This is an optimization exercise on Yosys and OpenROAD, whose aim is small area, a short achievable clock period and few clock cycles, not a production implementation. Where RTL was checked, it was by simulation tests only, not by an equivalence proof against the original. For run 3, only the layout was checked, not whether the RTL still works. No activity file was given, so power comes from the tool's default toggle rates.

==> flow/design.v, too long to show whole: its modules and the start of the top module <==
// module rs_entry_array: 260 lines
// module mul_pp_tree: 1292 lines
// module mul_row_tree: 200 lines
// module alu_exec: 126 lines
// module rs_alu_top: 58 lines
module rs_alu_top (
  input  logic             in_clk,
  input  logic             in_rst,
  input  logic             dispatch_valid,
  input  logic [2:0]       dispatch_op,
  input  logic             src_a_ready,
  input  ooo_pkg::word_t   src_a_value,
  input  ooo_pkg::tag_t    src_a_tag,
  input  logic             src_b_ready,
  input  ooo_pkg::word_t   src_b_value,
  input  ooo_pkg::tag_t    src_b_tag,
  input  logic             flags_ready,
  input  ooo_pkg::nzcv_t   flags_value,
  input  ooo_pkg::tag_t    flags_tag,
  input  logic             set_nzcv,
  input  ooo_pkg::tag_t    dst_tag,
  input  logic             bcast_valid,
  input  ooo_pkg::tag_t    bcast_tag,
  input  ooo_pkg::word_t   bcast_value,
  input  logic             bcast_set_nzcv,
  input  ooo_pkg::nzcv_t   bcast_nzcv,
  input  logic             flush,
  output logic             full,
  output logic             result_valid,
  output ooo_pkg::tag_t    result_tag,
  output ooo_pkg::word_t   result_value,
  output logic             result_set_nzcv,
  output ooo_pkg::nzcv_t   result_nzcv
);
  // ...
==> flow/flow/run.sh <==
#!/bin/bash
set -euo pipefail
bash standard.sh SETUP_SLACK_MARGIN=7.6 "BUFFER_PORTS_ARGS=-buffer_cell sky130_fd_sc_hd__buf_2" finish > standard_make.log 2>&1
==> flow/standard.sh <==
#!/bin/bash
# synth_recipe.tcl (not shown) runs the flow's synth.tcl, then flattens the netlist and writes it again
# the make line also repeats each setting of config.mk as NAME=value (left out here)
make -C /OpenROAD-flow-scripts/flow DESIGN_CONFIG=/design/flow/config.mk WORK_HOME=/design/flow/orfs CLKGATE_MAP_FILE= SYNTH_SCRIPT=/design/flow/synth_recipe.tcl "${@:-finish}"
==> flow/config.mk <==
export PLATFORM = sky130hd
export DESIGN_NAME = rs_alu_top
export DESIGN_NICKNAME = rs_alu_top
export VERILOG_FILES = /design/flow/design.v
export SDC_FILE = /design/flow/constraint.sdc
export NUM_CORES = 4
export LEC_CHECK = 0
export ABC_CLOCK_PERIOD_IN_PS = 3000
export CAP_MARGIN = 20
export CORE_MARGIN = 2
export CORE_UTILIZATION = 40
export CTS_CLUSTER_DIAMETER = 100
export CTS_CLUSTER_SIZE = 20
export SETUP_SLACK_MARGIN = 5
export SLEW_MARGIN = 20
export TNS_END_PERCENT = 5
==> flow/constraint.sdc <==
create_clock -name core_clock -period 12.0 [get_ports {in_clk}]
set_input_delay 2.4000 -clock core_clock [delete_from_list [all_inputs] [get_ports {in_clk}]]
set_output_delay 2.4000 -clock core_clock [all_outputs]
set_load 0.01 [all_outputs]
==> summary.md, run 1 <==
| Metric | Value |
|---|---|
| Status | `finished clean` |
| Tot Pwr | `between 6 and 7 mW` |
| Top_reg_cell synth | `edfxtp_1` |
| Placement Rows | `156` |
| HP Start | `u_alu_exec.f_set$_DFF_P_` |
| Final setup fails | `0` |
| Synthesized net count | `8311` |
| M1 wire length | `around 110000 um` |
| Fillers | `17000` |
| Non-CTS buffers | `492` |
| CTS Buf Count | `60` |
| WHS Endpoint | `u_alu_exec.result_set_nzcv$_DFF_P_` |
| Critical Path Fanout Max | `27` |
| Commonest cells in the netlist | `971 x nor2_1, 731 x a21oi_1, 720 x edfxtp_1` |
| Compound-cell area share of the yosys netlist | `17.6%` |
| Gate Count Post-Synth | `7578` |
| N_diodes | `13` |
| FMAX | `a little over 200 MHz` |
| Main combinational cell family by area after synthesis | `compound AO/OA/AOI/OAI gates` |
| Bufs on Longest Clock Path | `3` |
| Met2 WL | `123000 um` |
| CTS root buf | `clkbuf_16` |
| WP data arrival | `around 5.4 ns` |
| Via count | `60500` |
| Pwr per Cell Area | `around 84 nW/um^2` |
| Vias in the first global route | `58400` |
| HPWL after detailed placement | `181000 um` |
| Congestion Overflow GR | `0` |
| Pin count of the biggest net entering global routing | `94` |
| Final Hold Violating Endpoints | `0` |
| Post-synth EDFFs | `720` |
| Comb_multi_in | `roughly 5400` |
| Residual DRC | `0` |
| Vias/cell | `6.09` |
| Simple-gate share of the synthesized area | `13.6%` |
| Leading cell kind | `multi-input gates` |
| Relative slew margins | `around a fifth` |
| Core Area | `180000 um^2` |
| Most frequent cells in the layout | `962 x nor2_1, 720 x edfxtp_1, 664 x a21oi_1, 575 x nand2_1, 473 x inv_1` |
| Placed cell areas | `roughly 75000 um^2` |
| Non-CTS inverters | `520` |
| Met2 Use GR | `a little under half` |
Testbench counts, summed over its fixed seeds: cycles 25,394.
==> inputs of run 2 (changes only) <==
--- a/flow/config.mk
+++ b/flow/config.mk
@@ -9,8 +9,6 @@
 export CAP_MARGIN = 20
 export CORE_MARGIN = 2
 export CORE_UTILIZATION = 40
-export CTS_CLUSTER_DIAMETER = 100
-export CTS_CLUSTER_SIZE = 20
 export SETUP_SLACK_MARGIN = 5
 export SLEW_MARGIN = 20
 export TNS_END_PERCENT = 5
==> run 2 against run 1 <==
  * Global-route usage grew 0.29 points
  * Setup slack better by 0.086 ns
  * Sequential share of layout area decreased by 0.89 points
  * Flip-flop and latch count unchanged
  * Critical path depth did not move
  * Die area did not move
  * Sequential power hardly changed
  * Critical path type unchanged
==> summary.md, run 2 <==
| Metric | Value |
|---|---|
| Vias in the first global route | `58800 (+0.84%)` |
| Sequential fraction of the synthesis area | `39.3%` |
| Post-synth design cell area | `72300 um^2` |
| Commonest non-fill, non-tap cell in the layout | `nor2_1` |
| Ys async rst share | `0%` |
| Dpl cells | `9677` |
| Worst-path clk slew | `0.06 ns` |
| Final #Nets | `just over 8000` |
| Die footprint | `184000 um^2` |
| Synthesized net count | `8311 (unchanged)` |
| Die Y | `429 um` |
| Leak | `approximately 30 nW` |
| Final Hold Violating Endpoints | `0 (unchanged)` |
| DRT Wirelength | `283000 um` |
| Initial antenna violation count | `15` |
| Placer congestion estimate | `roughly 1.0` |
| Post-route ant nets | `0` |
| Worst min-delay path category | `flip-flop to flip-flop` |
| Post-synth EDFFs | `720 (unchanged)` |
| Top_reg_cell synth | `edfxtp_1` |
| Post-synth cell types | `108` |
| Delay-heaviest family, CP | `simple AND/OR/NAND/NOR gates` |
| Layout cells sized above 1 | `between 10 and 15%` |
| Cell taking the most area after synthesis | `edfxtp_1` |
| WP data arrival | `5.36 ns (-0.05 ns)` |
| H-Tree Depth | `3` |
| CTS Buf Count | `113 (+88%)` |
| WP data required | `12.63 ns` |
| CP Cell Sequence | `buf_2, buf_8, xor2_1, nor4_1, nand4_1, nand3_1, o21ai_0, nor3_1, a22o_1, a2111oi_0, and4_1` |
| Avg Inst Size Synth | `9.54 um^2` |
| Commonest cells in the netlist | `971 x nor2_1, 731 x a21oi_1, 720 x edfxtp_1` |
| Via count | `61200 (+1.2%)` |
| Yosys Warn Count | `12` |
| Setup tns final | `0 ns` |
| Initial Util | `approximately two fifths` |
| CTS sink cnt | `1058` |
| R2R setup slack | `7.31 ns` |
| Most common cell in the netlist | `nor2_1` |
| Bufs on Longest Clock Path | `3 (unchanged)` |
| Status | `finished clean` |
| Share of the synthesized area in the top cell type | `29.9%` |
| Final setup fails | `0 (unchanged)` |
| Worst-Margin Slew | `1.31 ns` |
| Clock Skew | `0.0292 ns` |
| CTS tree | `yes` |
| Max Slew Vio Count | `0` |
| GR Util All Layers | `29.9%` |
| Critical Path Fanout Max | `27 (unchanged)` |
| Area Overhead vs Synth | `13.8%` |
| HPWL after detailed placement | `181000 um (unchanged)` |
| Max_cap viols | `0` |
| WL/cell | `around 28 um` |
| FMAX | `211 MHz (+1.8%)` |
| CTS root buf | `clkbuf_16` |
| Core Area | `180000 um^2 (unchanged)` |
| Hold slack final | `0.367 ns` |
| Congestion Overflow GR | `0 (unchanged)` |
| Period utilization | `39.4%` |
| Iteration-0 DRC Markers | `7634` |
| Top flop regs | `u_entry_array.a_val (256), u_entry_array.b_val (256), u_alu_exec.f_r (122)` |
| Pin count of the biggest net entering global routing | `94 (unchanged)` |
| First-pass GRT wire length | `slightly above 400000 um` |
| Io pins | `186` |
| Relative slew margins | `12.8% (-7.7 points)` |
| Vias/cell | `6.10 (about the same)` |
| Post-layout min period | `4.73 ns` |
| #FFs+latches synth | `1058` |
| Fin cells | `10000` |
| DRT Pass-1 Iters | `11` |
| Pwr per Cell Area | `97.1 nW/um^2 (+16%)` |
| Crit. End Element | `flip-flop` |
| Critical path class | `input port to flip-flop` |
| Startpoint Class | `input port` |
| RSZ-0062 raised after global routing | `true` |
| Gate Count Post-Synth | `7578 (unchanged)` |
| Max stage delay on crit path | `about 0.55 ns` |
| Die X | `429 um` |
| Port Buf Inserts | `181` |
| Slowest-stage cell, CP | `nor4_1` |
| Buffer and inverter count on the worst path | `2` |
| Residual DRC | `0 (unchanged)` |
| Placement Rows | `156 (unchanged)` |
| Max VDD drop | `0.166 mV` |
| Top cells by area, synth | `edfxtp_1 30%, fa_1 11%, dfxtp_1 9.4%` |
| Most frequent cells in the layout | `963 x nor2_1, 720 x edfxtp_1, 665 x a21oi_1, 575 x nand2_1, 474 x inv_1` |
| Insertion delay to the later sink of the worst-skew pair | `0.76 ns` |
[run 2: through the flow]
step                power (mW)  worst slack [ns]  utilization (%)  area (um^2)
floorplan                 4.32              7.26                -        72500
global placement          4.47              5.83             41.8        75400
detailed placement        4.48              5.79             41.8        75400
CTS                       7.98              7.31             45.1        81200
global route              8.17              7.16             45.6        82200
finish                    7.99              7.27             45.6        82200
[run 2: logic make-up after synthesis]
| kind of cell | share of synthesized area, % |
|---|---|
| adder cells (fa/ha/maj) | 14.5 |
| multiplexers | 2.79 |
| buffers and inverters | 6.52 |
| AND/OR/NAND/NOR | 13.6 |
| XOR/XNOR | 5.73 |
| flip-flops | 39.3 |
| AO/OA/AOI/OAI | 17.6 |
[run 2: area by class of cell]
| class | instances | area, um^2 |
|---|---|---|
| diodes | 13 | 32.5 |
| clock buffers | 171 | 3400 |
| clock inverters | 42 | 277 |
| fillers | 16800 | 97900 |
| inverters | 520 | 2150 |
| multi-input cells | 5368 | 40800 |
| flip-flops and latches | 1058 | 28400 |
| well taps | 2370 | 2970 |
| repair buffers | 496 | 4200 |
[run 2: path summary, 6_finish.rpt]
kind / cells after the start / start / end
worst max-delay path: 11 / bcast_tag[4] / u_entry_array.full_q$_DFF_P_
worst min-delay path: 0 / u_alu_exec.f_set$_DFF_P_ / u_alu_exec.result_set_nzcv$_DFF_P_
worst max register to register: 15 / u_alu_exec.e_v$_SDFF_PP0_ / u_entry_array.full_q$_DFF_P_
worst min register to register: 0 / u_alu_exec.f_set$_DFF_P_ / u_alu_exec.result_set_nzcv$_DFF_P_
[run 2: timing repair]
| item | CTS | global route |
|---|---|---|
| endpoints found under the setup margin | 1198 | 711 |
| hold buffers | 0 | 0 |
| gates cloned | 10 | 3 |
| gates resized for setup | 295 | 111 |
| pin swaps | 62 | 42 |
| setup buffers | 59 | 63 |
[run 2: layer usage]
layer | GRT usage [%] | up-vias | wire [um] | part of all wire (%)
li1 | - | 26500 | - | -
met5 | 0.937 | - | 302 | 0.11
met2 | 45.1 | 3845 | 123000 | 43
met1 | 39.5 | 30000 | 110000 | 39
met4 | 17.5 | 14 | 19200 | 6.8
met3 | 6.61 | 799 | 30600 | 11
[run 2: power breakdown]
part           total [mW]  switching, mW  internal (mW)
sequential           3.95         0.0222           3.93
clock                3.53           1.54           1.99
combinational       0.501          0.323          0.178
==> module alu_exec, before the edit <==
module alu_exec (
  input  logic             in_clk,
  input  logic             in_rst,
  input  logic             flush,
  input  logic             issue,
  input  logic [2:0]       iss_op,
  input  ooo_pkg::word_t   iss_a,
  input  ooo_pkg::word_t   iss_b,
  input  ooo_pkg::nzcv_t   iss_f,
  input  logic             iss_set_nzcv,
  input  ooo_pkg::tag_t    iss_dst,
  output logic             xb_valid,
  output logic             e_valid,
  output ooo_pkg::tag_t    xb_tag,
  output ooo_pkg::word_t   xb_value,
  output logic             xb_set_nzcv,
  output ooo_pkg::nzcv_t   xb_nzcv,
  output logic             ib_valid,
  output ooo_pkg::tag_t    ib_tag,
  output ooo_pkg::word_t   ib_value,
  output logic             ib_set_nzcv,
  output ooo_pkg::nzcv_t   ib_nzcv,
  output logic             result_valid,
  output ooo_pkg::tag_t    result_tag,
  output ooo_pkg::word_t   result_value,
  output logic             result_set_nzcv,
  output ooo_pkg::nzcv_t   result_nzcv
);
  logic           e_v;
  logic           e_mul;
  logic           e_sub;
  logic           e_adc;
  logic           e_arith;
  logic [2:0]     e_op;
  ooo_pkg::word_t e_a;
  ooo_pkg::word_t e_b;
  ooo_pkg::nzcv_t e_f;
  logic           e_set;
  ooo_pkg::tag_t  e_dst;
  logic           f_v;
  logic [127:0]   f_r;
  logic [1:0]     f_cv;
  logic           f_set;
  ooo_pkg::tag_t  f_dst;
  always_ff @(posedge in_clk) begin
    if (in_rst || flush) begin
      e_v <= 1'b0;
      f_v <= 1'b0;
      result_valid <= 1'b0;
    end else begin
      e_v <= issue;
      f_v <= e_v;
      result_valid <= f_v;
    end
  end
  always_ff @(posedge in_clk) begin
    e_mul <= (iss_op == 3'd6);
    e_sub <= (iss_op == 3'd1);
    e_adc <= (iss_op == 3'd2);
    e_arith <= (iss_op == 3'd0) || (iss_op == 3'd1) || (iss_op == 3'd2);
    e_op <= iss_op;
    e_a <= iss_a;
    e_b <= iss_b;
    e_f <= iss_f;
    e_set <= iss_set_nzcv;
    e_dst <= iss_dst;
  end
  logic [127:0] t_r;
  mul_pp_tree u_mul_pp_tree (.a(e_a), .b(e_b), .r(t_r));
  logic                     sub;
  logic                     cin;
  ooo_pkg::word_t           add_b;
  logic [ooo_pkg::WORD_W:0] sum;
  ooo_pkg::word_t           alu_val;
  logic                     arith;
  logic [1:0]               cv;
  logic                     z_add, z_log;
  logic [ooo_pkg::WORD_W+1:0] sum_x;
  always_comb begin
    sub = e_sub;
    add_b = sub ? ~e_b : e_b;
    cin = sub || (e_adc && e_f[ooo_pkg::FLAG_C]);
    sum_x = {1'b0, e_a, 1'b1} + {1'b0, add_b, cin};
    sum = sum_x[ooo_pkg::WORD_W+1:1];
    arith = e_arith;
    case (e_op)
      3'd3: alu_val = e_a & e_b;
      3'd4: alu_val = e_a | e_b;
      3'd5: alu_val = e_a ^ e_b;
      default: alu_val = sum[ooo_pkg::WORD_W-1:0];
    endcase
  end
  assign cv = arith ? {sum[ooo_pkg::WORD_W],
                       (e_a[ooo_pkg::WORD_W-1] == add_b[ooo_pkg::WORD_W-1])
                       && (alu_val[ooo_pkg::WORD_W-1] != e_a[ooo_pkg::WORD_W-1])}
                    : e_f[1:0];
  assign z_add = &((e_a ^ add_b) ~^ {e_a[30:0] | add_b[30:0], cin});
  assign z_log = (alu_val == '0);
  assign xb_valid = e_v && !e_mul;
  assign e_valid = e_v;
  assign xb_tag = e_dst;
  assign xb_value = alu_val;
  assign xb_set_nzcv = e_set;
  assign xb_nzcv = {alu_val[ooo_pkg::WORD_W-1], arith ? z_add : z_log, cv};
  always_ff @(posedge in_clk) begin
    f_r <= e_mul ? t_r : {96'd0, alu_val};
    f_cv <= cv;
    f_set <= e_set;
    f_dst <= e_dst;
  end
  ooo_pkg::word_t f_s, f_c;
  mul_row_tree u_mul_row_tree (.r(f_r), .s(f_s), .c(f_c));
  logic z_fin;
  assign z_fin = &((f_s ^ f_c) ~^ {f_s[30:0] | f_c[30:0], 1'b0});
  assign ib_valid = f_v;
  assign ib_tag = f_dst;
  assign ib_value = f_s + f_c;
  assign ib_set_nzcv = f_set;
  assign ib_nzcv = {ib_value[ooo_pkg::WORD_W-1], z_fin, f_cv};
  always_ff @(posedge in_clk) begin
    result_tag <= ib_tag;
    result_value <= ib_value;
    result_set_nzcv <= ib_set_nzcv;
    result_nzcv <= ib_nzcv;
  end
endmodule
==> inputs of run 3 (changes only) <==
--- a/flow/design.v
+++ b/flow/design.v
@@ -1786,6 +1786,7 @@
   input  logic             in_rst,
   input  logic             flush,
   input  logic             issue,
+  input  logic             iss_any,
   input  logic [2:0]       iss_op,
   input  ooo_pkg::word_t   iss_a,
   input  ooo_pkg::word_t   iss_b,
==> run 3 against run 2 <==
  * Non-clock buffer count unchanged
  * Design area unchanged
  * Synthesized area unchanged
  * Critical endpoint unchanged
  * Largest power group unchanged
==> summary.md, run 3 <==
| Metric | Value |
|---|---|
| Placer congestion estimate | `0.999 (unchanged)` |
| DRT Wirelength | `283000 um (unchanged)` |
| Cell taking the most area after synthesis | `edfxtp_1` |
| Iteration-0 DRC Markers | `7634 (unchanged)` |
| Internal Dissipation | `6.10 mW (unchanged)` |
| Slowest-stage cell, CP | `nor4_1` |
| Startpoint Class | `input port` |
| HPWL after detailed placement | `181000 um (unchanged)` |
| CTS Hold Buffers Added | `0 (unchanged)` |
| CTS Buf Count | `113 (unchanged)` |
| Post-route ant nets | `0 (unchanged)` |
| Max stage delay on crit path | `0.55 ns (about the same)` |
| Yosys Warn Count | `12 (unchanged)` |
| WP data required | `12.63 ns (about the same)` |
| Insertion delay to the later sink of the worst-skew pair | `0.76 ns (about the same)` |
| Reg power frac | `49.5% (about the same)` |
| Main combinational cell family by area after synthesis | `compound AO/OA/AOI/OAI gates` |
| Initial antenna violation count | `15 (unchanged)` |
| Simple-gate share of the synthesized area | `13.6% (unchanged)` |
| Met2 Use GR | `45.1% (unchanged)` |
| Relative slew margins | `12.8% (unchanged)` |
| Top flop regs | `u_entry_array.a_val (256), u_entry_array.b_val (256), u_alu_exec.f_r (122)` |
| Port Buf Inserts | `181 (unchanged)` |
| Vias/cell | `6.10 (unchanged)` |
| Critical path class | `input port to flip-flop` |
| Psw | `1.89 mW (unchanged)` |
| Period utilization | `39.4% (unchanged)` |
| Top_reg_cell synth | `edfxtp_1` |
| Clock Skew | `0.0292 ns (unchanged)` |
| Commonest non-fill, non-tap cell in the layout | `nor2_1` |
| Gate Count Post-Synth | `7578 (unchanged)` |
| Post-synth EDFFs | `720 (unchanged)` |
| Placement Rows | `156 (unchanged)` |
| Initial Util | `40.1% (unchanged)` |
| Top cells by area, synth | `edfxtp_1 30%, fa_1 11%, dfxtp_1 9.4%` |
| Delay-heaviest family, CP | `simple AND/OR/NAND/NOR gates` |
| Pwr per Cell Area | `97.1 nW/um^2 (unchanged)` |
| Post-synth design cell area | `72300 um^2 (unchanged)` |
| Buffer and inverter count on the worst path | `2 (unchanged)` |
| Die Y | `429 um (unchanged)` |
| Crit. End Element | `flip-flop` |
| CTS root buf | `clkbuf_16` |
| RSZ-0062 raised after global routing | `true` |
| CP Cell Sequence | `buf_2, buf_8, xor2_1, nor4_1, nand4_1, nand3_1, o21ai_0, nor3_1, a22o_1, a2111oi_0, and4_1` |
| Sw Ratio | `23.6% (unchanged)` |
| Worst-path clk slew | `0.06 ns (about the same)` |
| Die footprint | `184000 um^2 (unchanged)` |
| Leak | `30.3 nW (unchanged)` |
| WL/cell | `28.2 um (unchanged)` |
| WP data arrival | `5.36 ns (about the same)` |
| Comb pwr share | `6.3% (about the same)` |
| Final setup fails | `0 (unchanged)` |
| Via count | `61200 (unchanged)` |
| #FFs+latches synth | `1058 (unchanged)` |
| Congestion Overflow GR | `0 (unchanged)` |
| Commonest cells in the netlist | `971 x nor2_1, 731 x a21oi_1, 720 x edfxtp_1` |
| Post-layout min period | `4.73 ns (unchanged)` |
| GR Layer Usage met1 | `39.5% (unchanged)` |
| Die X | `429 um (unchanged)` |
| Io pins | `186 (unchanged)` |
| Layout cells sized above 1 | `14.1% (unchanged)` |
| Ys async rst share | `0% (unchanged)` |
| Final Hold Violating Endpoints | `0 (unchanged)` |
| Setup tns final | `0 ns (unchanged)` |
| Grt met3 use | `6.61% (unchanged)` |
| DRT Pass-1 Iters | `11 (unchanged)` |
| Compound-cell area share of the yosys netlist | `17.6% (unchanged)` |
| Adder-cell share of the synthesized area | `14.5% (unchanged)` |
| Synthesized net count | `8311 (unchanged)` |
| Most common cell in the netlist | `nor2_1` |
| Bufs on Longest Clock Path | `3 (unchanged)` |
| Share of the synthesized area in the top cell type | `29.9% (unchanged)` |
| Core Area | `180000 um^2 (unchanged)` |
| GRT busiest layer | `met2` |
| Avg Inst Size Synth | `9.54 um^2 (unchanged)` |
| FMAX | `211 MHz (unchanged)` |
| Clk pwr share | `44.2% (about the same)` |
| Status | `finished clean` |
| Worst min-delay path category | `flip-flop to flip-flop` |
| CTS sink cnt | `1058 (unchanged)` |
| H-Tree Depth | `3 (unchanged)` |
| GR Util All Layers | `29.9% (unchanged)` |
| Critical Path Fanout Max | `27 (unchanged)` |
| Post-synth cell types | `108 (unchanged)` |
| Max_cap viols | `0 (unchanged)` |
| Most frequent cells in the layout | `963 x nor2_1, 720 x edfxtp_1, 665 x a21oi_1, 575 x nand2_1, 474 x inv_1` |
| Mux cell area share after synthesis | `2.79% (unchanged)` |
| Sequential fraction of the synthesis area | `39.3% (unchanged)` |
| Dpl cells | `9677 (unchanged)` |
| CP startpoint | `bcast_tag[4]` |
| R2r startpoint | `u_alu_exec.e_v$_SDFF_PP0_` |
| First-pass GRT wire length | `408000 um (unchanged)` |
| Max VDD drop | `0.166 mV (unchanged)` |
| Max Slew Vio Count | `0 (unchanged)` |
| CTS tree | `yes` |
| HP Start | `u_alu_exec.f_set$_DFF_P_` |
| Area Overhead vs Synth | `13.8% (unchanged)` |
| Fillers | `16800 (unchanged)` |
| Vias in the first global route | `58800 (unchanged)` |
| Fin cells | `10000 (unchanged)` |
| Final #Nets | `8290 (unchanged)` |
| Pin count of the biggest net entering global routing | `94 (unchanged)` |
| Residual DRC | `0 (unchanged)` |
| Worst-Margin Slew | `1.31 ns (unchanged)` |
| Synth Area in XOR/XNOR | `5.73% (unchanged)` |
-- run 3: cell type report --
class                   instances  area, um^2  area share (%)
diodes                         13        32.5          0.0396
clock buffers                 171        3400            4.14
clock inverters                42         277           0.336
inverters                     520        2150            2.61
multi-input cells            5368       40800            49.6
flip-flops and latches       1058       28400            34.6
well taps                    2370        2970            3.61
repair buffers                496        4200            5.10
-- run 3: power groups by stage --
stage                     Clock, mW  Combinational (mW)  Sequential, mW
after floorplan                   0               0.291            4.03
after global placement            0               0.441            4.03
after detailed placement          0               0.452            4.03
after CTS                      3.55               0.482            3.95
after global routing           3.68               0.536            3.96
final                          3.53               0.501            3.95
-- run 3: worst paths after layout --
kind                                                      endpoint  slack (ns)  cells past startpoint
worst max register to register        u_entry_array.full_q$_DFF_P_        7.31                     15
worst min-delay path            u_alu_exec.result_set_nzcv$_DFF_P_        0.37                      0
worst max-delay path                  u_entry_array.full_q$_DFF_P_        7.27                     11
worst min register to register  u_alu_exec.result_set_nzcv$_DFF_P_        0.37                      0
-- run 3: logic make-up (layout without fill, tap and decap cells) --
| logic type | Yosys count | count (layout) |
|---|---|---|
| and+or+nand+nor | 2175 | 2178 |
| AOI/OAI and AO/OA | 1933 | 1933 |
| DFF | 1058 | 1058 |
| other | 0 | 13 |
| adders and majority gates | 591 | 591 |
| buffers and inverters | 1156 | 1229 |
| xor gates and xnor gates | 468 | 468 |
| muxes | 197 | 198 |
-- run 3: timing repair --
item / in CTS / in global routing
resized for setup: 295 / 111
cloned: 10 / 3
pin swaps: 62 / 42
setup buffers: 59 / 63
setup endpoints to repair: 1198 / 711
-- run 3: metrics by stage --
stage	hold WS, ns	power (mW)	utilization, %	worst slack (ns)	area [um^2]
detailed placement	0.348	4.48	41.8	5.79	75400
global route	0.372	8.17	45.6	7.16	82200
global placement	0.347	4.47	41.8	5.83	75400
finish	0.367	7.99	45.6	7.27	82200
floorplan	0.329	4.32	-	7.26	72500
CTS	0.367	7.98	45.1	7.31	81200
-- run 3: per-layer routing --
| layer | share of wire, % | up-vias |
|---|---|---|
| met2 | 43 | 3845 |
| met3 | 11 | 799 |
| met4 | 6.8 | 14 |
| li1 | - | 26500 |
| met5 | 0.11 | - |
| met1 | 39 | 30000 |

static timing again, ports no longer ideal:
The flow's constraints put no driver on any port. The routed layouts listed below were extracted and timed again, unchanged, in two steps. Step 1 (the two cells are an assumption about what drives the block):
set clk [get_ports {in_clk}]
set_driving_cell -lib_cell sky130_fd_sc_hd__clkbuf_16 $clk
set_driving_cell -lib_cell sky130_fd_sc_hd__buf_2 [delete_from_list [all_inputs] $clk]
Step 2 adds t to the input delays and takes it off the output delays; t is the mean of the earliest and latest rising clock arrival at the registers after step 1. Input paths then give back, and output paths get back, about the clock's delay inside the block. a / b / c = ideal ports / drivers / drivers and shift; a / b = the first two.
run | shift t [ns] | setup WS [ns] | worst hold slack (ns) | worst setup path after step 2 | worst slew at a driven data input, ns
run 1 | 0.820 | 7.184 / 7.254 / 6.442 | 0.370 / 0.370 / 0.370 | input to register | 0.12
run 2 | 0.841 | 7.270 / 7.307 / 6.498 | 0.367 / 0.367 / 0.367 | input to register | 0.12
run 3 | 0.841 | 7.270 / 7.307 / 6.498 | 0.367 / 0.367 / 0.367 | input to register | 0.12
After both steps setup and hold are still met in every run listed.
